Context: an optimization exercise on an open-source flow, tuned for small area, a short achievable clock period and few clock cycles. The choices shown serve that exercise and are no tape-out recipe. Function not checked in this run: the RTL went through the layout flow alone.

==> flow/design.v <==
module conv_rescaler #(
    parameter int NB_PIXEL = 19,
    parameter int NB_COUNT = 32,
    parameter int NB_OUT   = 8,
    parameter int NB_FRAC  = 16
) (
    input  logic                clock,
    input  logic                reset,
    input  logic                i_extremesValid,
    input  logic [NB_PIXEL-1:0] i_maxValue,
    input  logic [NB_PIXEL-1:0] i_minValue,
    input  logic [NB_COUNT-1:0] i_imageSize,
    input  logic                i_valid,
    input  logic [NB_PIXEL-1:0] i_convValue,
    output logic                o_ready,
    output logic [NB_OUT-1:0]   o_pixel,
    output logic                o_valid,
    output logic                o_endSignal
);
    localparam int NB_R     = NB_PIXEL;
    localparam int NB_SCALE = NB_OUT + NB_FRAC;           
    localparam int ND       = (NB_R + 2) / 2;             
    localparam int LC       = 10;                         
    localparam logic [NB_SCALE-1:0] DIVIDEND = {{NB_OUT{1'b1}}, {NB_FRAC{1'b0}}};
    logic                 busy_q, init_q, div_q, run_q;
    logic                 init_d, div_d, run_d;
    logic                 v0_q, l0_q, v1_q, l1_q, v2_q, l2_q, v3_q, e3_q;
    logic [NB_PIXEL:0]    c_q;        
    logic [NB_PIXEL-1:0]  min_q, max_q;
    logic                 gt_q;       
    logic                 lt_q;       
    logic [NB_R-1:0]      range_q;
    logic [NB_COUNT-1:0]  count_q;    
    logic [NB_SCALE-1:0]  scale_q;
    logic [3*ND-2:0]      bd_q;       
    logic [NB_SCALE-1:LC] psa_q, psb_q, psc_q;
    logic                 pc1_q, pc2_q;
    logic [NB_OUT-1:0]    pixel_q;
    logic idle, accept, last_acc, lone_end, start;
    logic [NB_PIXEL:0]    delta;      
    logic                 d_neg, d_big, span_ok;   
    logic [NB_R-1:0]      d_clamp;
    logic [NB_R+1:0]      dx;         
    logic [ND-1:0]        b_one, b_two, b_neg;
    logic [NB_R-1:0]      rem_next;
    logic                 q_bit, dbit_next;
    logic [NB_R-1:0]      lead;       
    logic [NB_R-1:0]      rem_init;
    logic [NB_SCALE:0]    ra, rb, rc;
    logic [LC-1:0]        lo_s, lo_c;
    logic                 lo_co;
    logic [NB_SCALE-LC-1:0] hi_s, hi_c, hi_sum;
    logic [NB_COUNT-1:0]  count_dec;
    logic [NB_R:0]        dsum;
    logic                 dsub_c, gt, lt;
    assign idle     = !busy_q;
    assign accept   = i_valid && run_q;
    assign last_acc = accept && (count_q == NB_COUNT'(1));
    assign start    = idle && i_extremesValid;
    assign lone_end = start && (i_imageSize == '0);
    cr_adds #(NB_PIXEL + 1) u_delta (
        .a(c_q), .b(~{min_q[NB_PIXEL-1], min_q}), .ci(1'b1),
        .s(delta), .co());
    assign d_neg   = lt_q;
    assign span_ok = !delta[NB_PIXEL] && (delta[NB_PIXEL-1:0] != '0);
    cr_cmp #(NB_PIXEL) u_gt (
        .a({~i_convValue[NB_PIXEL-1], i_convValue[NB_PIXEL-2:0]}),
        .b(~{~max_q[NB_PIXEL-1], max_q[NB_PIXEL-2:0]}), .ci(1'b0), .co(gt));
    assign d_big = gt_q;
    cr_cmp #(NB_PIXEL) u_lt (
        .a({~min_q[NB_PIXEL-1], min_q[NB_PIXEL-2:0]}),
        .b(~{~i_convValue[NB_PIXEL-1], i_convValue[NB_PIXEL-2:0]}), .ci(1'b0), .co(lt));
    always_comb begin
        d_clamp = delta[NB_R-1:0];
        if (d_neg)
            d_clamp = '0;
        else if (d_big)
            d_clamp = range_q;
    end
    assign dx = {1'b0, d_clamp, 1'b0};
    always_comb begin
        for (int r = 0; r < ND; r++) begin
            b_one[r] = dx[2*r+1] ^ dx[2*r];
            b_two[r] = (dx[2*r+2] && !dx[2*r+1] && !dx[2*r]) || (!dx[2*r+2] && dx[2*r+1] && dx[2*r]);
            b_neg[r] = dx[2*r+2];
        end
    end
    always_comb begin
        for (int i = 0; i < NB_R; i++) begin
            lead[i] = delta[i];
            for (int j = i + 1; j < NB_R; j++)
                if (delta[j]) lead[i] = 1'b0;
        end
        for (int i = 0; i < NB_R; i++) begin
            rem_init[i] = 1'b0;
            for (int j = i + 1; j <= i + NB_OUT && j < NB_R; j++)
                rem_init[i] = rem_init[i] | lead[j];
        end
    end
    cr_adds #(NB_R + 1) u_div (.a(c_q), .b(~{1'b0, range_q}), .ci(1'b1), .s(dsum), .co(dsub_c));
    assign q_bit     = dsub_c;
    assign rem_next  = q_bit ? dsum[NB_R-1:0] : c_q[NB_R-1:0];
    assign dbit_next = (scale_q[NB_SCALE-2:NB_OUT-1] == '0);
    cr_add #(NB_COUNT) u_cnt (.a(count_q), .b('1), .ci(1'b0), .s(count_dec), .co());
    cr_mul u_mul (.a(scale_q), .one(bd_q[ND-1:0]), .two(bd_q[2*ND-1:ND]),
                  .neg({1'b0, bd_q[3*ND-2:2*ND]}), .ra(ra), .rb(rb), .rc(rc));
    assign lo_s = ra[LC-1:0] ^ rb[LC-1:0] ^ rc[LC-1:0];
    assign lo_c = (ra[LC-1:0] & rb[LC-1:0]) | (ra[LC-1:0] & rc[LC-1:0]) | (rb[LC-1:0] & rc[LC-1:0]);
    cr_cmp #(LC) u_lo (.a(lo_s), .b({lo_c[LC-2:0], 1'b0}), .ci(1'b0), .co(lo_co));
    assign hi_s = psa_q ^ psb_q ^ psc_q;
    assign hi_c = (psa_q & psb_q) | (psa_q & psc_q) | (psb_q & psc_q);
    cr_adds #(NB_SCALE - LC) u_hi (.a(hi_s), .b({hi_c[NB_SCALE-LC-2:0], pc1_q}), .ci(pc2_q), .s(hi_sum), .co());
    assign init_d = start && !lone_end;
    assign div_d  = (init_q && span_ok) || (div_q && !scale_q[NB_SCALE-1]);
    assign run_d  = (init_q && !span_ok) || (div_q && scale_q[NB_SCALE-1]) || (run_q && !last_acc);
    always_ff @(posedge clock or negedge reset) begin
        if (!reset) begin
            busy_q <= 1'b0;
            init_q <= 1'b0;
            div_q  <= 1'b0;
            run_q  <= 1'b0;
            v0_q   <= 1'b0;
            l0_q   <= 1'b0;
            v1_q   <= 1'b0;
            l1_q   <= 1'b0;
            v2_q   <= 1'b0;
            l2_q   <= 1'b0;
            v3_q   <= 1'b0;
            e3_q   <= 1'b0;
        end else begin
            busy_q <= init_d || div_d || run_d;
            init_q <= init_d;
            div_q  <= div_d;
            run_q  <= run_d;
            v0_q   <= accept;
            l0_q   <= last_acc;
            v1_q   <= v0_q;
            l1_q   <= l0_q;
            v2_q   <= v1_q;
            l2_q   <= v1_q && l1_q;
            v3_q   <= v2_q;
            e3_q   <= l2_q || lone_end;
        end
    end
    always_ff @(posedge clock) begin
        if (idle)
            c_q <= {i_maxValue[NB_PIXEL-1], i_maxValue};
        else if (init_q)
            c_q <= {rem_init, (lead[NB_R-1:NB_OUT] == '0)};
        else if (div_q)
            c_q <= {rem_next, dbit_next};
        else
            c_q <= {i_convValue[NB_PIXEL-1], i_convValue};
        if (idle) begin
            min_q   <= i_minValue;
            max_q   <= i_maxValue;
            count_q <= i_imageSize;
        end else if (accept) begin
            count_q <= count_dec;
        end
        if (init_q)
            range_q <= delta[NB_R-1:0];
        if (init_q)
            scale_q <= span_ok ? NB_SCALE'(lead) : '0;
        else if (div_q)
            scale_q <= {scale_q[NB_SCALE-2:0], q_bit};
        bd_q <= {b_neg[ND-2:0], b_two, b_one};
        gt_q <= gt;
        lt_q <= lt;
        psa_q   <= ra[NB_SCALE-1:LC];
        psb_q   <= rb[NB_SCALE-1:LC];
        psc_q   <= rc[NB_SCALE-1:LC];
        pc1_q   <= lo_c[LC-1];
        pc2_q   <= lo_co;
        pixel_q <= hi_sum[NB_SCALE-LC-1:NB_FRAC-LC];
    end
    assign o_ready     = run_q;
    assign o_pixel     = pixel_q;
    assign o_valid     = v3_q;
    assign o_endSignal = e3_q;
endmodule
module cr_add #(
    parameter int W = 8
) (
    input  logic [W-1:0] a,
    input  logic [W-1:0] b,
    input  logic         ci,
    output logic [W-1:0] s,
    output logic         co
);
    localparam int L = $clog2(W + 1);
    localparam int N = 1 << L;
    logic [N-1:0] g, p, x;
    always_comb begin
        x = '0;
        g = '0;
        p = '0;
        x[W-1:0] = a ^ b;
        g[W-1:0] = a & b;
        p[W-1:0] = x[W-1:0];
        g[0] = g[0] | (p[0] & ci);
        for (int d = 0; d < L; d++)
            for (int i = (2 << d) - 1; i < N; i += (2 << d)) begin
                g[i] = g[i] | (p[i] & g[i - (1 << d)]);
                p[i] = p[i] & p[i - (1 << d)];
            end
        for (int d = L - 2; d >= 0; d--)
            for (int i = 3 * (1 << d) - 1; i < N; i += (2 << d)) begin
                g[i] = g[i] | (p[i] & g[i - (1 << d)]);
                p[i] = p[i] & p[i - (1 << d)];
            end
        s[0] = x[0] ^ ci;
        for (int i = 1; i < W; i++)
            s[i] = x[i] ^ g[i - 1];
        co = g[W - 1];
    end
endmodule
module cr_adds #(
    parameter int W = 8
) (
    input  logic [W-1:0] a,
    input  logic [W-1:0] b,
    input  logic         ci,
    output logic [W-1:0] s,
    output logic         co
);
    localparam int L = $clog2(W + 1);
    localparam int N = 1 << L;
    logic [N-1:0] g, p, x;
    always_comb begin
        x = '0;
        g = '0;
        p = '0;
        x[W-1:0] = a ^ b;
        g[W-1:0] = a & b;
        p[W-1:0] = x[W-1:0];
        g[0] = g[0] | (p[0] & ci);
        for (int d = 0; d < L; d++)
            for (int i = 0; i < N; i++)
                if ((i >> d) & 1) begin
                    g[i] = g[i] | (p[i] & g[((i >> d) << d) - 1]);
                    p[i] = p[i] & p[((i >> d) << d) - 1];
                end
        s[0] = x[0] ^ ci;
        for (int i = 1; i < W; i++)
            s[i] = x[i] ^ g[i - 1];
        co = g[W - 1];
    end
endmodule
module cr_cmp #(
    parameter int W = 8
) (
    input  logic [W-1:0] a,
    input  logic [W-1:0] b,
    input  logic         ci,
    output logic         co
);
    localparam int L = $clog2(W + 1);
    localparam int N = 1 << L;
    logic [N-1:0] g, p;
    always_comb begin
        g = '0;
        p = '0;
        g[W-1:0] = a & b;
        p[W-1:0] = a | b;
        g[0] = g[0] | (p[0] & ci);
        for (int d = 0; d < L; d++)
            for (int i = (2 << d) - 1; i < N; i += (2 << d)) begin
                g[i] = g[i] | (p[i] & g[i - (1 << d)]);
                p[i] = p[i] & p[i - (1 << d)];
            end
        for (int d = L - 2; d >= 0; d--)
            for (int i = 3 * (1 << d) - 1; i < N; i += (2 << d)) begin
                g[i] = g[i] | (p[i] & g[i - (1 << d)]);
                p[i] = p[i] & p[i - (1 << d)];
            end
        co = g[W - 1];
    end
endmodule
module cr_mul (input logic [23:0] a, input logic [9:0] one, input logic [9:0] two, input logic [9:0] neg, output logic [24:0] ra, output logic [24:0] rb, output logic [24:0] rc);
wire pp1;
wire pp2;
wire pp3;
wire pp4;
wire pp5;
wire pp6;
wire pp7;
wire pp8;
wire pp9;
wire pp10;
wire pp11;
wire pp12;
wire pp13;
wire pp14;
wire pp15;
wire pp16;
wire pp17;
wire pp18;
wire pp19;
wire pp20;
wire pp21;
wire pp22;
wire pp23;
wire pp24;
wire pp25;
wire pp26;
wire pp27;
wire pp28;
wire pp29;
wire pp30;
wire pp31;
wire pp32;
wire pp33;
wire pp34;
wire pp35;
wire pp36;
wire pp37;
wire pp38;
wire pp39;
wire pp40;
wire pp41;
wire pp42;
wire pp43;
wire pp44;
wire pp45;
wire pp46;
wire pp47;
wire pp48;
wire pp49;
wire pp50;
wire pp51;
wire pp52;
wire pp53;
wire pp54;
wire pp55;
wire pp56;
wire pp57;
wire pp58;
wire pp59;
wire pp60;
wire pp61;
wire pp62;
wire pp63;
wire pp64;
wire pp65;
wire pp66;
wire pp67;
wire pp68;
wire pp69;
wire pp70;
wire pp71;
wire pp72;
wire pp73;
wire pp74;
wire pp75;
wire pp76;
wire pp77;
wire pp78;
wire pp79;
wire pp80;
wire pp81;
wire pp82;
wire pp83;
wire pp84;
wire pp85;
wire pp86;
wire pp87;
wire pp88;
wire pp89;
wire pp90;
wire pp91;
wire pp92;
wire pp93;
wire pp94;
wire pp95;
wire pp96;
wire pp97;
wire pp98;
wire pp99;
wire pp100;
wire pp101;
wire pp102;
wire pp103;
wire pp104;
wire pp105;
wire pp106;
wire pp107;
wire pp108;
wire pp109;
wire pp110;
wire pp111;
wire pp112;
wire pp113;
wire pp114;
wire pp115;
wire pp116;
wire pp117;
wire pp118;
wire pp119;
wire pp120;
wire pp121;
wire pp122;
wire pp123;
wire pp124;
wire pp125;
wire pp126;
wire pp127;
wire pp128;
wire pp129;
wire pp130;
wire pp131;
wire pp132;
wire pp133;
wire pp134;
wire pp135;
wire pp136;
wire pp137;
wire pp138;
wire pp139;
wire pp140;
wire pp141;
wire pp142;
wire pp143;
wire pp144;
wire pp145;
wire pp146;
wire pp147;
wire pp148;
wire pp149;
wire pp150;
wire pp151;
wire pp152;
wire pp153;
wire pp154;
wire pp155;
wire pp156;
wire pp157;
wire pp158;
wire pp159;
wire pp160;
wire s161;
wire c162;
wire s163;
wire c164;
wire s165;
wire c166;
wire s167;
wire c168;
wire s169;
wire c170;
wire s171;
wire c172;
wire s173;
wire c174;
wire s175;
wire c176;
wire s177;
wire c178;
wire s179;
wire c180;
wire s181;
wire c182;
wire s183;
wire c184;
wire s185;
wire c186;
wire s187;
wire c188;
wire s189;
wire c190;
wire s191;
wire c192;
wire s193;
wire c194;
wire s195;
wire c196;
wire s197;
wire c198;
wire s199;
wire c200;
wire s201;
wire c202;
wire s203;
wire c204;
wire s205;
wire c206;
wire s207;
wire c208;
wire s209;
wire c210;
wire s211;
wire c212;
wire s213;
wire c214;
wire s215;
wire c216;
wire s217;
wire c218;
wire s219;
wire c220;
wire s221;
wire c222;
wire s223;
wire c224;
wire s225;
wire c226;
wire s227;
wire c228;
wire s229;
wire c230;
wire s231;
wire c232;
wire s233;
wire c234;
wire s235;
wire c236;
wire s237;
wire c238;
wire s239;
wire c240;
wire s241;
wire c242;
wire s243;
wire c244;
wire s245;
wire c246;
wire s247;
wire c248;
wire s249;
wire c250;
wire s251;
wire c252;
wire s253;
wire c254;
wire s255;
wire c256;
wire s257;
wire c258;
wire s259;
wire c260;
wire s261;
wire c262;
wire s263;
wire c264;
wire s265;
wire c266;
wire s267;
wire c268;
wire s269;
wire c270;
wire s271;
wire c272;
wire s273;
wire c274;
wire s275;
wire c276;
wire s277;
wire c278;
wire s279;
wire c280;
wire s281;
wire c282;
wire s283;
wire c284;
wire s285;
wire c286;
wire s287;
wire c288;
wire s289;
wire c290;
wire s291;
wire c292;
wire s293;
wire c294;
wire s295;
wire c296;
wire s297;
wire c298;
wire s299;
wire c300;
wire s301;
wire c302;
wire s303;
wire c304;
wire s305;
wire c306;
wire s307;
wire c308;
wire s309;
wire c310;
wire s311;
wire c312;
wire s313;
wire c314;
wire s315;
wire c316;
wire s317;
wire c318;
wire s319;
wire c320;
wire s321;
wire c322;
wire s323;
wire c324;
wire s325;
wire c326;
wire s327;
wire c328;
wire s329;
wire c330;
wire s331;
wire c332;
wire s333;
wire c334;
wire s335;
wire c336;
wire s337;
wire c338;
wire s339;
wire c340;
wire s341;
wire c342;
wire s343;
wire c344;
wire s345;
wire c346;
wire s347;
wire c348;
wire s349;
wire c350;
wire s351;
wire c352;
wire s353;
wire c354;
wire s355;
wire c356;
wire x357;
wire x358;
wire x359;
wire x360;
wire x361;
wire x362;
wire x363;
wire x364;
wire x365;
wire x366;
wire x367;
wire x368;
wire x369;
wire x370;
assign pp1 = ((one[0] & a[0])) ^ neg[0];
assign pp2 = ((one[0] & a[1]) | (two[0] & a[0])) ^ neg[0];
assign pp3 = ((one[0] & a[2]) | (two[0] & a[1])) ^ neg[0];
assign pp4 = ((one[0] & a[3]) | (two[0] & a[2])) ^ neg[0];
assign pp5 = ((one[0] & a[4]) | (two[0] & a[3])) ^ neg[0];
assign pp6 = ((one[0] & a[5]) | (two[0] & a[4])) ^ neg[0];
assign pp7 = ((one[0] & a[6]) | (two[0] & a[5])) ^ neg[0];
assign pp8 = ((one[0] & a[7]) | (two[0] & a[6])) ^ neg[0];
assign pp9 = ((one[0] & a[8]) | (two[0] & a[7])) ^ neg[0];
assign pp10 = ((one[0] & a[9]) | (two[0] & a[8])) ^ neg[0];
assign pp11 = ((one[0] & a[10]) | (two[0] & a[9])) ^ neg[0];
assign pp12 = ((one[0] & a[11]) | (two[0] & a[10])) ^ neg[0];
assign pp13 = ((one[0] & a[12]) | (two[0] & a[11])) ^ neg[0];
assign pp14 = ((one[0] & a[13]) | (two[0] & a[12])) ^ neg[0];
assign pp15 = ((one[0] & a[14]) | (two[0] & a[13])) ^ neg[0];
assign pp16 = ((one[0] & a[15]) | (two[0] & a[14])) ^ neg[0];
assign pp17 = ((one[0] & a[16]) | (two[0] & a[15])) ^ neg[0];
assign pp18 = ((one[0] & a[17]) | (two[0] & a[16])) ^ neg[0];
assign pp19 = ((one[0] & a[18]) | (two[0] & a[17])) ^ neg[0];
assign pp20 = ((one[0] & a[19]) | (two[0] & a[18])) ^ neg[0];
assign pp21 = ((one[0] & a[20]) | (two[0] & a[19])) ^ neg[0];
assign pp22 = ((one[0] & a[21]) | (two[0] & a[20])) ^ neg[0];
assign pp23 = ((one[0] & a[22]) | (two[0] & a[21])) ^ neg[0];
assign pp24 = ((one[0] & a[23]) | (two[0] & a[22])) ^ neg[0];
assign pp25 = ((two[0] & a[23])) ^ neg[0];
assign pp26 = ((one[1] & a[0])) ^ neg[1];
assign pp27 = ((one[1] & a[1]) | (two[1] & a[0])) ^ neg[1];
assign pp28 = ((one[1] & a[2]) | (two[1] & a[1])) ^ neg[1];
assign pp29 = ((one[1] & a[3]) | (two[1] & a[2])) ^ neg[1];
assign pp30 = ((one[1] & a[4]) | (two[1] & a[3])) ^ neg[1];
assign pp31 = ((one[1] & a[5]) | (two[1] & a[4])) ^ neg[1];
assign pp32 = ((one[1] & a[6]) | (two[1] & a[5])) ^ neg[1];
assign pp33 = ((one[1] & a[7]) | (two[1] & a[6])) ^ neg[1];
assign pp34 = ((one[1] & a[8]) | (two[1] & a[7])) ^ neg[1];
assign pp35 = ((one[1] & a[9]) | (two[1] & a[8])) ^ neg[1];
assign pp36 = ((one[1] & a[10]) | (two[1] & a[9])) ^ neg[1];
assign pp37 = ((one[1] & a[11]) | (two[1] & a[10])) ^ neg[1];
assign pp38 = ((one[1] & a[12]) | (two[1] & a[11])) ^ neg[1];
assign pp39 = ((one[1] & a[13]) | (two[1] & a[12])) ^ neg[1];
assign pp40 = ((one[1] & a[14]) | (two[1] & a[13])) ^ neg[1];
assign pp41 = ((one[1] & a[15]) | (two[1] & a[14])) ^ neg[1];
assign pp42 = ((one[1] & a[16]) | (two[1] & a[15])) ^ neg[1];
assign pp43 = ((one[1] & a[17]) | (two[1] & a[16])) ^ neg[1];
assign pp44 = ((one[1] & a[18]) | (two[1] & a[17])) ^ neg[1];
assign pp45 = ((one[1] & a[19]) | (two[1] & a[18])) ^ neg[1];
assign pp46 = ((one[1] & a[20]) | (two[1] & a[19])) ^ neg[1];
assign pp47 = ((one[1] & a[21]) | (two[1] & a[20])) ^ neg[1];
assign pp48 = ((one[1] & a[22]) | (two[1] & a[21])) ^ neg[1];
assign pp49 = ((one[2] & a[0])) ^ neg[2];
assign pp50 = ((one[2] & a[1]) | (two[2] & a[0])) ^ neg[2];
assign pp51 = ((one[2] & a[2]) | (two[2] & a[1])) ^ neg[2];
assign pp52 = ((one[2] & a[3]) | (two[2] & a[2])) ^ neg[2];
assign pp53 = ((one[2] & a[4]) | (two[2] & a[3])) ^ neg[2];
assign pp54 = ((one[2] & a[5]) | (two[2] & a[4])) ^ neg[2];
assign pp55 = ((one[2] & a[6]) | (two[2] & a[5])) ^ neg[2];
assign pp56 = ((one[2] & a[7]) | (two[2] & a[6])) ^ neg[2];
assign pp57 = ((one[2] & a[8]) | (two[2] & a[7])) ^ neg[2];
assign pp58 = ((one[2] & a[9]) | (two[2] & a[8])) ^ neg[2];
assign pp59 = ((one[2] & a[10]) | (two[2] & a[9])) ^ neg[2];
assign pp60 = ((one[2] & a[11]) | (two[2] & a[10])) ^ neg[2];
assign pp61 = ((one[2] & a[12]) | (two[2] & a[11])) ^ neg[2];
assign pp62 = ((one[2] & a[13]) | (two[2] & a[12])) ^ neg[2];
assign pp63 = ((one[2] & a[14]) | (two[2] & a[13])) ^ neg[2];
assign pp64 = ((one[2] & a[15]) | (two[2] & a[14])) ^ neg[2];
assign pp65 = ((one[2] & a[16]) | (two[2] & a[15])) ^ neg[2];
assign pp66 = ((one[2] & a[17]) | (two[2] & a[16])) ^ neg[2];
assign pp67 = ((one[2] & a[18]) | (two[2] & a[17])) ^ neg[2];
assign pp68 = ((one[2] & a[19]) | (two[2] & a[18])) ^ neg[2];
assign pp69 = ((one[2] & a[20]) | (two[2] & a[19])) ^ neg[2];
assign pp70 = ((one[3] & a[0])) ^ neg[3];
assign pp71 = ((one[3] & a[1]) | (two[3] & a[0])) ^ neg[3];
assign pp72 = ((one[3] & a[2]) | (two[3] & a[1])) ^ neg[3];
assign pp73 = ((one[3] & a[3]) | (two[3] & a[2])) ^ neg[3];
assign pp74 = ((one[3] & a[4]) | (two[3] & a[3])) ^ neg[3];
assign pp75 = ((one[3] & a[5]) | (two[3] & a[4])) ^ neg[3];
assign pp76 = ((one[3] & a[6]) | (two[3] & a[5])) ^ neg[3];
assign pp77 = ((one[3] & a[7]) | (two[3] & a[6])) ^ neg[3];
assign pp78 = ((one[3] & a[8]) | (two[3] & a[7])) ^ neg[3];
assign pp79 = ((one[3] & a[9]) | (two[3] & a[8])) ^ neg[3];
assign pp80 = ((one[3] & a[10]) | (two[3] & a[9])) ^ neg[3];
assign pp81 = ((one[3] & a[11]) | (two[3] & a[10])) ^ neg[3];
assign pp82 = ((one[3] & a[12]) | (two[3] & a[11])) ^ neg[3];
assign pp83 = ((one[3] & a[13]) | (two[3] & a[12])) ^ neg[3];
assign pp84 = ((one[3] & a[14]) | (two[3] & a[13])) ^ neg[3];
assign pp85 = ((one[3] & a[15]) | (two[3] & a[14])) ^ neg[3];
assign pp86 = ((one[3] & a[16]) | (two[3] & a[15])) ^ neg[3];
assign pp87 = ((one[3] & a[17]) | (two[3] & a[16])) ^ neg[3];
assign pp88 = ((one[3] & a[18]) | (two[3] & a[17])) ^ neg[3];
assign pp89 = ((one[4] & a[0])) ^ neg[4];
assign pp90 = ((one[4] & a[1]) | (two[4] & a[0])) ^ neg[4];
assign pp91 = ((one[4] & a[2]) | (two[4] & a[1])) ^ neg[4];
assign pp92 = ((one[4] & a[3]) | (two[4] & a[2])) ^ neg[4];
assign pp93 = ((one[4] & a[4]) | (two[4] & a[3])) ^ neg[4];
assign pp94 = ((one[4] & a[5]) | (two[4] & a[4])) ^ neg[4];
assign pp95 = ((one[4] & a[6]) | (two[4] & a[5])) ^ neg[4];
assign pp96 = ((one[4] & a[7]) | (two[4] & a[6])) ^ neg[4];
assign pp97 = ((one[4] & a[8]) | (two[4] & a[7])) ^ neg[4];
assign pp98 = ((one[4] & a[9]) | (two[4] & a[8])) ^ neg[4];
assign pp99 = ((one[4] & a[10]) | (two[4] & a[9])) ^ neg[4];
assign pp100 = ((one[4] & a[11]) | (two[4] & a[10])) ^ neg[4];
assign pp101 = ((one[4] & a[12]) | (two[4] & a[11])) ^ neg[4];
assign pp102 = ((one[4] & a[13]) | (two[4] & a[12])) ^ neg[4];
assign pp103 = ((one[4] & a[14]) | (two[4] & a[13])) ^ neg[4];
assign pp104 = ((one[4] & a[15]) | (two[4] & a[14])) ^ neg[4];
assign pp105 = ((one[4] & a[16]) | (two[4] & a[15])) ^ neg[4];
assign pp106 = ((one[5] & a[0])) ^ neg[5];
assign pp107 = ((one[5] & a[1]) | (two[5] & a[0])) ^ neg[5];
assign pp108 = ((one[5] & a[2]) | (two[5] & a[1])) ^ neg[5];
assign pp109 = ((one[5] & a[3]) | (two[5] & a[2])) ^ neg[5];
assign pp110 = ((one[5] & a[4]) | (two[5] & a[3])) ^ neg[5];
assign pp111 = ((one[5] & a[5]) | (two[5] & a[4])) ^ neg[5];
assign pp112 = ((one[5] & a[6]) | (two[5] & a[5])) ^ neg[5];
assign pp113 = ((one[5] & a[7]) | (two[5] & a[6])) ^ neg[5];
assign pp114 = ((one[5] & a[8]) | (two[5] & a[7])) ^ neg[5];
assign pp115 = ((one[5] & a[9]) | (two[5] & a[8])) ^ neg[5];
assign pp116 = ((one[5] & a[10]) | (two[5] & a[9])) ^ neg[5];
assign pp117 = ((one[5] & a[11]) | (two[5] & a[10])) ^ neg[5];
assign pp118 = ((one[5] & a[12]) | (two[5] & a[11])) ^ neg[5];
assign pp119 = ((one[5] & a[13]) | (two[5] & a[12])) ^ neg[5];
assign pp120 = ((one[5] & a[14]) | (two[5] & a[13])) ^ neg[5];
assign pp121 = ((one[6] & a[0])) ^ neg[6];
assign pp122 = ((one[6] & a[1]) | (two[6] & a[0])) ^ neg[6];
assign pp123 = ((one[6] & a[2]) | (two[6] & a[1])) ^ neg[6];
assign pp124 = ((one[6] & a[3]) | (two[6] & a[2])) ^ neg[6];
assign pp125 = ((one[6] & a[4]) | (two[6] & a[3])) ^ neg[6];
assign pp126 = ((one[6] & a[5]) | (two[6] & a[4])) ^ neg[6];
assign pp127 = ((one[6] & a[6]) | (two[6] & a[5])) ^ neg[6];
assign pp128 = ((one[6] & a[7]) | (two[6] & a[6])) ^ neg[6];
assign pp129 = ((one[6] & a[8]) | (two[6] & a[7])) ^ neg[6];
assign pp130 = ((one[6] & a[9]) | (two[6] & a[8])) ^ neg[6];
assign pp131 = ((one[6] & a[10]) | (two[6] & a[9])) ^ neg[6];
assign pp132 = ((one[6] & a[11]) | (two[6] & a[10])) ^ neg[6];
assign pp133 = ((one[6] & a[12]) | (two[6] & a[11])) ^ neg[6];
assign pp134 = ((one[7] & a[0])) ^ neg[7];
assign pp135 = ((one[7] & a[1]) | (two[7] & a[0])) ^ neg[7];
assign pp136 = ((one[7] & a[2]) | (two[7] & a[1])) ^ neg[7];
assign pp137 = ((one[7] & a[3]) | (two[7] & a[2])) ^ neg[7];
assign pp138 = ((one[7] & a[4]) | (two[7] & a[3])) ^ neg[7];
assign pp139 = ((one[7] & a[5]) | (two[7] & a[4])) ^ neg[7];
assign pp140 = ((one[7] & a[6]) | (two[7] & a[5])) ^ neg[7];
assign pp141 = ((one[7] & a[7]) | (two[7] & a[6])) ^ neg[7];
assign pp142 = ((one[7] & a[8]) | (two[7] & a[7])) ^ neg[7];
assign pp143 = ((one[7] & a[9]) | (two[7] & a[8])) ^ neg[7];
assign pp144 = ((one[7] & a[10]) | (two[7] & a[9])) ^ neg[7];
assign pp145 = ((one[8] & a[0])) ^ neg[8];
assign pp146 = ((one[8] & a[1]) | (two[8] & a[0])) ^ neg[8];
assign pp147 = ((one[8] & a[2]) | (two[8] & a[1])) ^ neg[8];
assign pp148 = ((one[8] & a[3]) | (two[8] & a[2])) ^ neg[8];
assign pp149 = ((one[8] & a[4]) | (two[8] & a[3])) ^ neg[8];
assign pp150 = ((one[8] & a[5]) | (two[8] & a[4])) ^ neg[8];
assign pp151 = ((one[8] & a[6]) | (two[8] & a[5])) ^ neg[8];
assign pp152 = ((one[8] & a[7]) | (two[8] & a[6])) ^ neg[8];
assign pp153 = ((one[8] & a[8]) | (two[8] & a[7])) ^ neg[8];
assign pp154 = (one[9] & a[0]);
assign pp155 = (one[9] & a[1]) | (two[9] & a[0]);
assign pp156 = (one[9] & a[2]) | (two[9] & a[1]);
assign pp157 = (one[9] & a[3]) | (two[9] & a[2]);
assign pp158 = (one[9] & a[4]) | (two[9] & a[3]);
assign pp159 = (one[9] & a[5]) | (two[9] & a[4]);
assign pp160 = (one[9] & a[6]) | (two[9] & a[5]);
assign s161 = pp17 ^ pp40;
assign c162 = pp17 & pp40;
assign s163 = pp18 ^ pp41;
assign c164 = pp18 & pp41;
assign s165 = pp19 ^ pp42 ^ pp63;
assign c166 = (pp19 & pp42) | (pp19 & pp63) | (pp42 & pp63);
assign s167 = pp20 ^ pp43 ^ pp64;
assign c168 = (pp20 & pp43) | (pp20 & pp64) | (pp43 & pp64);
assign s169 = pp21 ^ pp44 ^ pp65;
assign c170 = (pp21 & pp44) | (pp21 & pp65) | (pp44 & pp65);
assign s171 = pp22 ^ pp45 ^ pp66;
assign c172 = (pp22 & pp45) | (pp22 & pp66) | (pp45 & pp66);
assign s173 = pp23 ^ pp46 ^ pp67;
assign c174 = (pp23 & pp46) | (pp23 & pp67) | (pp46 & pp67);
assign s175 = pp24 ^ pp47 ^ pp68;
assign c176 = (pp24 & pp47) | (pp24 & pp68) | (pp47 & pp68);
assign s177 = pp11 ^ pp34;
assign c178 = pp11 & pp34;
assign s179 = pp12 ^ pp35;
assign c180 = pp12 & pp35;
assign s181 = pp13 ^ pp36 ^ pp57;
assign c182 = (pp13 & pp36) | (pp13 & pp57) | (pp36 & pp57);
assign s183 = pp76 ^ pp93;
assign c184 = pp76 & pp93;
assign s185 = pp14 ^ pp37 ^ pp58;
assign c186 = (pp14 & pp37) | (pp14 & pp58) | (pp37 & pp58);
assign s187 = pp77 ^ pp94;
assign c188 = pp77 & pp94;
assign s189 = pp15 ^ pp38 ^ pp59;
assign c190 = (pp15 & pp38) | (pp15 & pp59) | (pp38 & pp59);
assign s191 = pp78 ^ pp95 ^ pp110;
assign c192 = (pp78 & pp95) | (pp78 & pp110) | (pp95 & pp110);
assign s193 = pp123 ^ pp134;
assign c194 = pp123 & pp134;
assign s195 = pp16 ^ pp39 ^ pp60;
assign c196 = (pp16 & pp39) | (pp16 & pp60) | (pp39 & pp60);
assign s197 = pp79 ^ pp96 ^ pp111;
assign c198 = (pp79 & pp96) | (pp79 & pp111) | (pp96 & pp111);
assign s199 = pp124 ^ pp135;
assign c200 = pp124 & pp135;
assign s201 = pp61 ^ pp80 ^ pp97;
assign c202 = (pp61 & pp80) | (pp61 & pp97) | (pp80 & pp97);
assign s203 = pp112 ^ pp125 ^ pp136;
assign c204 = (pp112 & pp125) | (pp112 & pp136) | (pp125 & pp136);
assign s205 = pp145 ^ neg[8] ^ s161;
assign c206 = (pp145 & neg[8]) | (pp145 & s161) | (neg[8] & s161);
assign s207 = pp62 ^ pp81 ^ pp98;
assign c208 = (pp62 & pp81) | (pp62 & pp98) | (pp81 & pp98);
assign s209 = pp113 ^ pp126 ^ pp137;
assign c210 = (pp113 & pp126) | (pp113 & pp137) | (pp126 & pp137);
assign s211 = pp146 ^ s163 ^ c162;
assign c212 = (pp146 & s163) | (pp146 & c162) | (s163 & c162);
assign s213 = pp82 ^ pp99 ^ pp114;
assign c214 = (pp82 & pp99) | (pp82 & pp114) | (pp99 & pp114);
assign s215 = pp127 ^ pp138 ^ pp147;
assign c216 = (pp127 & pp138) | (pp127 & pp147) | (pp138 & pp147);
assign s217 = pp154 ^ s165 ^ c164;
assign c218 = (pp154 & s165) | (pp154 & c164) | (s165 & c164);
assign s219 = pp83 ^ pp100 ^ pp115;
assign c220 = (pp83 & pp100) | (pp83 & pp115) | (pp100 & pp115);
assign s221 = pp128 ^ pp139 ^ pp148;
assign c222 = (pp128 & pp139) | (pp128 & pp148) | (pp139 & pp148);
assign s223 = pp155 ^ s167 ^ c166;
assign c224 = (pp155 & s167) | (pp155 & c166) | (s167 & c166);
assign s225 = pp84 ^ pp101 ^ pp116;
assign c226 = (pp84 & pp101) | (pp84 & pp116) | (pp101 & pp116);
assign s227 = pp129 ^ pp140 ^ pp149;
assign c228 = (pp129 & pp140) | (pp129 & pp149) | (pp140 & pp149);
assign s229 = pp156 ^ s169 ^ c168;
assign c230 = (pp156 & s169) | (pp156 & c168) | (s169 & c168);
assign s231 = pp85 ^ pp102 ^ pp117;
assign c232 = (pp85 & pp102) | (pp85 & pp117) | (pp102 & pp117);
assign s233 = pp130 ^ pp141 ^ pp150;
assign c234 = (pp130 & pp141) | (pp130 & pp150) | (pp141 & pp150);
assign s235 = pp157 ^ s171 ^ c170;
assign c236 = (pp157 & s171) | (pp157 & c170) | (s171 & c170);
assign s237 = pp86 ^ pp103 ^ pp118;
assign c238 = (pp86 & pp103) | (pp86 & pp118) | (pp103 & pp118);
assign s239 = pp131 ^ pp142 ^ pp151;
assign c240 = (pp131 & pp142) | (pp131 & pp151) | (pp142 & pp151);
assign s241 = pp158 ^ s173 ^ c172;
assign c242 = (pp158 & s173) | (pp158 & c172) | (s173 & c172);
assign s243 = pp87 ^ pp104 ^ pp119;
assign c244 = (pp87 & pp104) | (pp87 & pp119) | (pp104 & pp119);
assign s245 = pp132 ^ pp143 ^ pp152;
assign c246 = (pp132 & pp143) | (pp132 & pp152) | (pp143 & pp152);
assign s247 = pp159 ^ s175 ^ c174;
assign c248 = (pp159 & s175) | (pp159 & c174) | (s175 & c174);
assign s249 = pp7 ^ pp30;
assign c250 = pp7 & pp30;
assign s251 = pp8 ^ pp31;
assign c252 = pp8 & pp31;
assign s253 = pp9 ^ pp32 ^ pp53;
assign c254 = (pp9 & pp32) | (pp9 & pp53) | (pp32 & pp53);
assign s255 = pp72 ^ pp89;
assign c256 = pp72 & pp89;
assign s257 = pp10 ^ pp33 ^ pp54;
assign c258 = (pp10 & pp33) | (pp10 & pp54) | (pp33 & pp54);
assign s259 = pp73 ^ pp90;
assign c260 = pp73 & pp90;
assign s261 = pp55 ^ pp74 ^ pp91;
assign c262 = (pp55 & pp74) | (pp55 & pp91) | (pp74 & pp91);
assign s263 = pp106 ^ neg[5] ^ s177;
assign c264 = (pp106 & neg[5]) | (pp106 & s177) | (neg[5] & s177);
assign s265 = pp56 ^ pp75 ^ pp92;
assign c266 = (pp56 & pp75) | (pp56 & pp92) | (pp75 & pp92);
assign s267 = pp107 ^ s179 ^ c178;
assign c268 = (pp107 & s179) | (pp107 & c178) | (s179 & c178);
assign s269 = pp108 ^ pp121 ^ neg[6];
assign c270 = (pp108 & pp121) | (pp108 & neg[6]) | (pp121 & neg[6]);
assign s271 = s181 ^ s183 ^ c180;
assign c272 = (s181 & s183) | (s181 & c180) | (s183 & c180);
assign s273 = pp109 ^ pp122 ^ s185;
assign c274 = (pp109 & pp122) | (pp109 & s185) | (pp122 & s185);
assign s275 = s187 ^ c182 ^ c184;
assign c276 = (s187 & c182) | (s187 & c184) | (c182 & c184);
assign s277 = neg[7] ^ s189 ^ s191;
assign c278 = (neg[7] & s189) | (neg[7] & s191) | (s189 & s191);
assign s279 = s193 ^ c186 ^ c188;
assign c280 = (s193 & c186) | (s193 & c188) | (c186 & c188);
assign s281 = s195 ^ s197 ^ s199;
assign c282 = (s195 & s197) | (s195 & s199) | (s197 & s199);
assign s283 = c190 ^ c192 ^ c194;
assign c284 = (c190 & c192) | (c190 & c194) | (c192 & c194);
assign s285 = s201 ^ s203 ^ s205;
assign c286 = (s201 & s203) | (s201 & s205) | (s203 & s205);
assign s287 = c196 ^ c198 ^ c200;
assign c288 = (c196 & c198) | (c196 & c200) | (c198 & c200);
assign s289 = s207 ^ s209 ^ s211;
assign c290 = (s207 & s209) | (s207 & s211) | (s209 & s211);
assign s291 = c202 ^ c204 ^ c206;
assign c292 = (c202 & c204) | (c202 & c206) | (c204 & c206);
assign s293 = s213 ^ s215 ^ s217;
assign c294 = (s213 & s215) | (s213 & s217) | (s215 & s217);
assign s295 = c208 ^ c210 ^ c212;
assign c296 = (c208 & c210) | (c208 & c212) | (c210 & c212);
assign s297 = s219 ^ s221 ^ s223;
assign c298 = (s219 & s221) | (s219 & s223) | (s221 & s223);
assign s299 = c214 ^ c216 ^ c218;
assign c300 = (c214 & c216) | (c214 & c218) | (c216 & c218);
assign s301 = s225 ^ s227 ^ s229;
assign c302 = (s225 & s227) | (s225 & s229) | (s227 & s229);
assign s303 = c220 ^ c222 ^ c224;
assign c304 = (c220 & c222) | (c220 & c224) | (c222 & c224);
assign s305 = s231 ^ s233 ^ s235;
assign c306 = (s231 & s233) | (s231 & s235) | (s233 & s235);
assign s307 = c226 ^ c228 ^ c230;
assign c308 = (c226 & c228) | (c226 & c230) | (c228 & c230);
assign s309 = s237 ^ s239 ^ s241;
assign c310 = (s237 & s239) | (s237 & s241) | (s239 & s241);
assign s311 = c232 ^ c234 ^ c236;
assign c312 = (c232 & c234) | (c232 & c236) | (c234 & c236);
assign s313 = s243 ^ s245 ^ s247;
assign c314 = (s243 & s245) | (s243 & s247) | (s245 & s247);
assign s315 = c238 ^ c240 ^ c242;
assign c316 = (c238 & c240) | (c238 & c242) | (c240 & c242);
assign s317 = pp5 ^ pp28;
assign c318 = pp5 & pp28;
assign s319 = pp6 ^ pp29;
assign c320 = pp6 & pp29;
assign s321 = pp51 ^ pp70 ^ neg[3];
assign c322 = (pp51 & pp70) | (pp51 & neg[3]) | (pp70 & neg[3]);
assign s323 = pp52 ^ pp71 ^ s251;
assign c324 = (pp52 & pp71) | (pp52 & s251) | (pp71 & s251);
assign s325 = neg[4] ^ s253 ^ s255;
assign c326 = (neg[4] & s253) | (neg[4] & s255) | (s253 & s255);
assign s327 = s257 ^ s259 ^ c254;
assign c328 = (s257 & s259) | (s257 & c254) | (s259 & c254);
assign s329 = s261 ^ s263 ^ c258;
assign c330 = (s261 & s263) | (s261 & c258) | (s263 & c258);
assign s331 = s265 ^ s267 ^ c262;
assign c332 = (s265 & s267) | (s265 & c262) | (s267 & c262);
assign s333 = s269 ^ s271 ^ c266;
assign c334 = (s269 & s271) | (s269 & c266) | (s271 & c266);
assign s335 = s273 ^ s275 ^ c270;
assign c336 = (s273 & s275) | (s273 & c270) | (s275 & c270);
assign s337 = s277 ^ s279 ^ c274;
assign c338 = (s277 & s279) | (s277 & c274) | (s279 & c274);
assign s339 = s281 ^ s283 ^ c278;
assign c340 = (s281 & s283) | (s281 & c278) | (s283 & c278);
assign s341 = s285 ^ s287 ^ c282;
assign c342 = (s285 & s287) | (s285 & c282) | (s287 & c282);
assign s343 = s289 ^ s291 ^ c286;
assign c344 = (s289 & s291) | (s289 & c286) | (s291 & c286);
assign s345 = s293 ^ s295 ^ c290;
assign c346 = (s293 & s295) | (s293 & c290) | (s295 & c290);
assign s347 = s297 ^ s299 ^ c294;
assign c348 = (s297 & s299) | (s297 & c294) | (s299 & c294);
assign s349 = s301 ^ s303 ^ c298;
assign c350 = (s301 & s303) | (s301 & c298) | (s303 & c298);
assign s351 = s305 ^ s307 ^ c302;
assign c352 = (s305 & s307) | (s305 & c302) | (s307 & c302);
assign s353 = s309 ^ s311 ^ c306;
assign c354 = (s309 & s311) | (s309 & c306) | (s311 & c306);
assign s355 = s313 ^ s315 ^ c310;
assign c356 = (s313 & s315) | (s313 & c310) | (s315 & c310);
assign x357 = pp25 ^ pp48;
assign x358 = pp69 ^ pp88;
assign x359 = pp105 ^ pp120;
assign x360 = pp133 ^ pp144;
assign x361 = pp153 ^ pp160;
assign x362 = x357 ^ x358;
assign x363 = x359 ^ x360;
assign x364 = x361 ^ x362;
assign x365 = x363 ^ c176;
assign x366 = c244 ^ c246;
assign x367 = x364 ^ x365;
assign x368 = x366 ^ x367;
assign x369 = c248 ^ x368;
assign x370 = x369 ^ c314;
assign ra = {c316, c312, c308, c304, c300, c296, c292, c288, c284, c280, c276, c272, c268, c264, c260, c256, c252, c250, s249, pp50, pp49, pp4, pp3, pp2, pp1};
assign rb = {x370, s355, s353, s351, s349, s347, s345, s343, s341, s339, s337, s335, s333, s331, s329, s327, s325, s323, s321, s319, neg[2], pp27, pp26, 1'b0, neg[0]};
assign rc = {c356, c354, c352, c350, c348, c346, c344, c342, c340, c338, c336, c334, c332, c330, c328, c326, c324, c322, c320, c318, s317, 1'b0, neg[1], 1'b0, 1'b0};
endmodule
==> flow/flow/run.sh <==
#!/bin/bash
# Standard layout, with the port buffers made from the smallest plain buffer, a clock tree
# of clkbuf_8 buffers without dummy loads, and timing repair aiming for 5.8 ns of setup slack
# (a 3.2 ns period) at the design's 9 ns clock.
set -euo pipefail
export BUFFER_PORTS_ARGS="-buffer_cell sky130_fd_sc_hd__buf_1"
export CTS_ARGS="-sink_clustering_enable -repair_clock_nets -dont_use_dummy_load -buf_list {sky130_fd_sc_hd__clkbuf_8}"
export SETUP_SLACK_MARGIN=5.8
bash standard.sh > standard_flow.log 2>&1
==> flow/standard.sh <==
#!/bin/bash
# synth_recipe.tcl (not shown) runs the flow's synth.tcl, then flattens the netlist and writes it again
# the make line also repeats each setting of config.mk as NAME=value (left out here)
make -C /OpenROAD-flow-scripts/flow DESIGN_CONFIG=/design/flow/config.mk WORK_HOME=/design/flow/orfs CLKGATE_MAP_FILE= SYNTH_SCRIPT=/design/flow/synth_recipe.tcl "${@:-finish}"
==> flow/config.mk <==
export PLATFORM = sky130hd
export DESIGN_NAME = conv_rescaler
export DESIGN_NICKNAME = conv_rescaler
export VERILOG_FILES = /design/flow/design.v
export SDC_FILE = /design/flow/constraint.sdc
export NUM_CORES = 4
export LEC_CHECK = 0
export ABC_CLOCK_PERIOD_IN_PS = 3500
export CAP_MARGIN = 20
export CORE_MARGIN = 2
export CORE_UTILIZATION = 40
export SLEW_MARGIN = 20
==> flow/constraint.sdc <==
create_clock -name core_clock -period 9.0 [get_ports {clock}]
set_input_delay 1.8000 -clock core_clock [delete_from_list [all_inputs] [get_ports {clock}]]
set_output_delay 1.8000 -clock core_clock [all_outputs]
set_load 0.01 [all_outputs]
==> summary.txt <==
## worst paths after layout
kind / from / end
min in group asynchronous: reset / e3_q
max in group asynchronous: reset / run_q
hold / removal: l0_q / l1_q
setup reg to reg: min_q[0] / scale_q[11]
setup / recovery: min_q[0] / scale_q[11]
hold reg to reg: l0_q / l1_q
## logic make-up after synthesis
kind of cell / Yosys count / synth area share
flops: 228 / 0.349
mux: 22 / 0.0137
fa+ha+maj: 202 / 0.197
compound gates: 396 / 0.169
xor+xnor: 213 / 0.114
buf+inv: 266 / 0.0607
simple gates: 338 / 0.0964
## area by class of cell
cell class / count / area share
clock buffers: 41 / 0.0283
well taps: 532 / 0.0334
repair buffers: 238 / 0.0807
inverters: 164 / 0.0309
multi-input cells: 1171 / 0.537
flip-flops and latches: 228 / 0.290
## registers in the layout (all words and copies together), names as in the netlist, 8 cells and up
register / cells
psb_q: 14
scale_q: 24
count_q: 32
c_q: 20
range_q: 19
max_q: 19
min_q: 19
psc_q: 14
psa_q: 14
pixel_q: 8
bd_q: 29
## synthesized netlist by cell type, drive strengths merged, types with 4 or more instances
| cell | n | area (sq um) |
|---|---|---|
| inv | 164 | 616 |
| a22oi | 143 | 1070 |
| xnor2 | 116 | 1020 |
| edfxtp | 113 | 3390 |
| dfxtp | 103 | 2060 |
| fa | 102 | 2040 |
| nand2 | 99 | 372 |
| nor2 | 98 | 368 |
| xor2 | 97 | 850 |
| clkbuf | 83 | 312 |
| ha | 82 | 1030 |
| o21ai | 65 | 325 |
| a21oi | 57 | 289 |
| nor3 | 23 | 115 |
| nand3 | 22 | 110 |
| nor4 | 21 | 131 |
| buf | 19 | 73.8 |
| nor2b | 19 | 119 |
| maj3 | 18 | 188 |
| mux2i | 18 | 180 |
| nand2b | 16 | 100 |
| a211oi | 12 | 90.1 |
| a21o | 12 | 90.1 |
| dfrtp | 12 | 300 |
| and3 | 10 | 62.6 |
| o21a | 10 | 75.1 |
| a31oi | 9 | 56.3 |
| o2bb2ai | 9 | 85.1 |
| o41ai | 9 | 86.3 |
| o221ai | 8 | 70.1 |
| o211ai | 7 | 52.6 |
| o21bai | 6 | 45.0 |
| o22ai | 6 | 37.5 |
| and2 | 5 | 31.3 |
| a222oi | 4 | 40.0 |
| a32o | 4 | 40.0 |
| mux2 | 4 | 45.0 |
| nand3b | 4 | 30.0 |
| o2111ai | 4 | 35.0 |
| or2 | 4 | 25.0 |
| or3 | 4 | 25.0 |
## critical path, cell delays in order (launching register included)
cell       delay [ns]
edfxtp_1         0.40
ha_4             0.15
inv_2            0.03
fa_2             0.33
a21o_1           0.19
a21oi_4          0.18
o21ai_2          0.10
and3_4           0.19
o2111ai_4        0.22
nand3_2          0.11
a21o_1           0.20
fa_2             0.38
xor2_4           0.18
nor2_4           0.19
and2_4           0.21
nand3_4          0.13
buf_4            0.21
buf_8            0.13
o2bb2ai_2        0.11
## timing repair
item	CTS	global route
setup buffers	78	35
pin swaps	71	65
resized for setup	100	98
gates cloned	2	0
setup endpoints to repair	74	74
## routing by layer
layer / share of wire / vias to the layer above
li1: - / 6178
met1: 0.43 / 6422
met2: 0.47 / 547
met3: 0.064 / 113
met4: 0.036 / 0
met5: 0 / -
## metrics by stage
| step | instances | util |
|---|---|---|
| after floorplan | 1665 | - |
| after global placement | 2218 | 0.431 |
| after detailed placement | 2218 | 0.431 |
| after CTS | 2339 | 0.471 |
| after global routing | 2374 | 0.490 |
| final | 2374 | 0.490 |
==> impl_metrics.env <==
export IMPL_run_status="timing/DRC/antenna clean"
export IMPL_use_met1=0.279
export IMPL_clock_latency_ns=0.61
export IMPL_netlist_area_sq_um=16500
export IMPL_min_path_cells=0
export IMPL_fin_area_sq_um=19900
export IMPL_cts_sinks=228
export IMPL_pre_cts_ws_ns=4.57
export IMPL_initial_core_util=0.405
export IMPL_rrSetupSlack_ns=5.21
export IMPL_numPortBuffers=103
export IMPL_vias=13300
export IMPL_reg2regPathDepth=18
export IMPL_cp_arrival_ns=4.23
export IMPL_layout_cells_most_common_list="157 x inv_1, 124 x a22oi_1, 113 x edfxtp_1, 112 x xnor2_1, 103 x buf_1"
export IMPL_pin_count=104
export IMPL_routed_wl_microns=46200
export IMPL_nets=2121
export IMPL_synthCells=1665
export IMPL_start_kind="flop"
export IMPL_synth_yosys_seq_area_share=0.349
export IMPL_die_h_microns=207
export IMPL_grt_overflow=0
export IMPL_tritoncts="yes"
export IMPL_syn_nets=1942
export IMPL_path_max_fanout=6
export IMPL_htreeDepth=2
export IMPL_grt_start_max_net_pins=79
export IMPL_path_class="flop to flop"
export IMPL_met3_usage=0.0302
export IMPL_die_w_microns=207
export IMPL_wl_per_cell_microns=19.5
export IMPL_synthArstFlopShare=0.0526
export IMPL_place_detailed_hpwl_microns=30900
export IMPL_final_common_cell="inv_1"
export IMPL_seqCellArea_sq_um=5780
export IMPL_multi_input_area_sq_um=10700
export IMPL_via_per_inst=5.59
export IMPL_dieArea_sq_um=42900
export IMPL_grt_setup_unrepaired="true"
export IMPL_layout_min_cycle_time_ns=3.79
export IMPL_drv_slew=0
export IMPL_tightest_slew_ns=1.01
export IMPL_postPlaceCellArea_sq_um=17500
export IMPL_place_congestion=0.910
export IMPL_skew_ns=0.0597
export IMPL_grt_pass1_vias=13500
export IMPL_n_fill_cell=3761
export IMPL_syn_to_final_growth_pct=21.0
export IMPL_cap_viol_max_count=0
export IMPL_final_setup_worst_slack_ns=5.21
export IMPL_clk_pin_slew_ns=0.06
export IMPL_synth_edff_count=113
export IMPL_rows=74
export IMPL_critPathCaptureType="flop"
export IMPL_grt_pass1_wl_microns=73000
export IMPL_ys_seq_elements=228
export IMPL_dr_pass1_iters=6
export IMPL_drcViolationCount=0
export IMPL_core_area_sq_um=40700
export IMPL_cts_root_buf="clkbuf_8"
export IMPL_max_freq_ghz=0.264
export IMPL_hold_slack_ns=0.347
export IMPL_cts_buffer_depth=3
export IMPL_relSlewSlack=0.323
export IMPL_grt_use_total=0.213
export IMPL_tns_ns=0
export IMPL_postCtsHoldBufs=0
export IMPL_crit_required_ns=9.44
export IMPL_min_period_over_period=0.421
export IMPL_synthDistinctLibCells=77
export IMPL_synth_avg_cell_area_sq_um=9.91
export IMPL_yosys_warnings=6
export IMPL_synth_flop_cell="edfxtp_1"
export IMPL_grt_met2_usage=0.353
export IMPL_cts_buffers=41
export IMPL_first_iter_violations=900
export IMPL_grt_busiest_layer="met2"
export IMPL_drive_gt1_frac=0.194
export IMPL_ant_nets=0
export IMPL_n_antenna_cell=0
export IMPL_antenna_found_initial=0
export IMPL_worst_hold_path_type="flop to flop"
export IMPL_final_hold_violation_count=0
export IMPL_setup_violations=0

-- static timing again, ports no longer ideal --
The results above use ideal ports. As a check the final layout listed here was re-extracted and re-timed, cells and wires unchanged. Step 1 assumes that a clkbuf_16 drives the clock port and a buf_2 every other input. Step 2 times the ports against the registers' clock, not the clock port: input delays grow and output delays shrink by t, the midpoint of the rising clock arrivals with the driver on. Three values: ideal ports, drivers, drivers and shift; two values: the first two.
t (ns): 0.626
slack for setup (ns): 5.212 / 5.212 / 4.638
clock arrival spread, ns: 0.070 / 0.070
worst slew at a driven data input, ns: 0.04
After both steps setup and hold are still met in this run. The setup slack of this run moves by 0.000 ns with the drivers and by -0.574 ns with both steps.
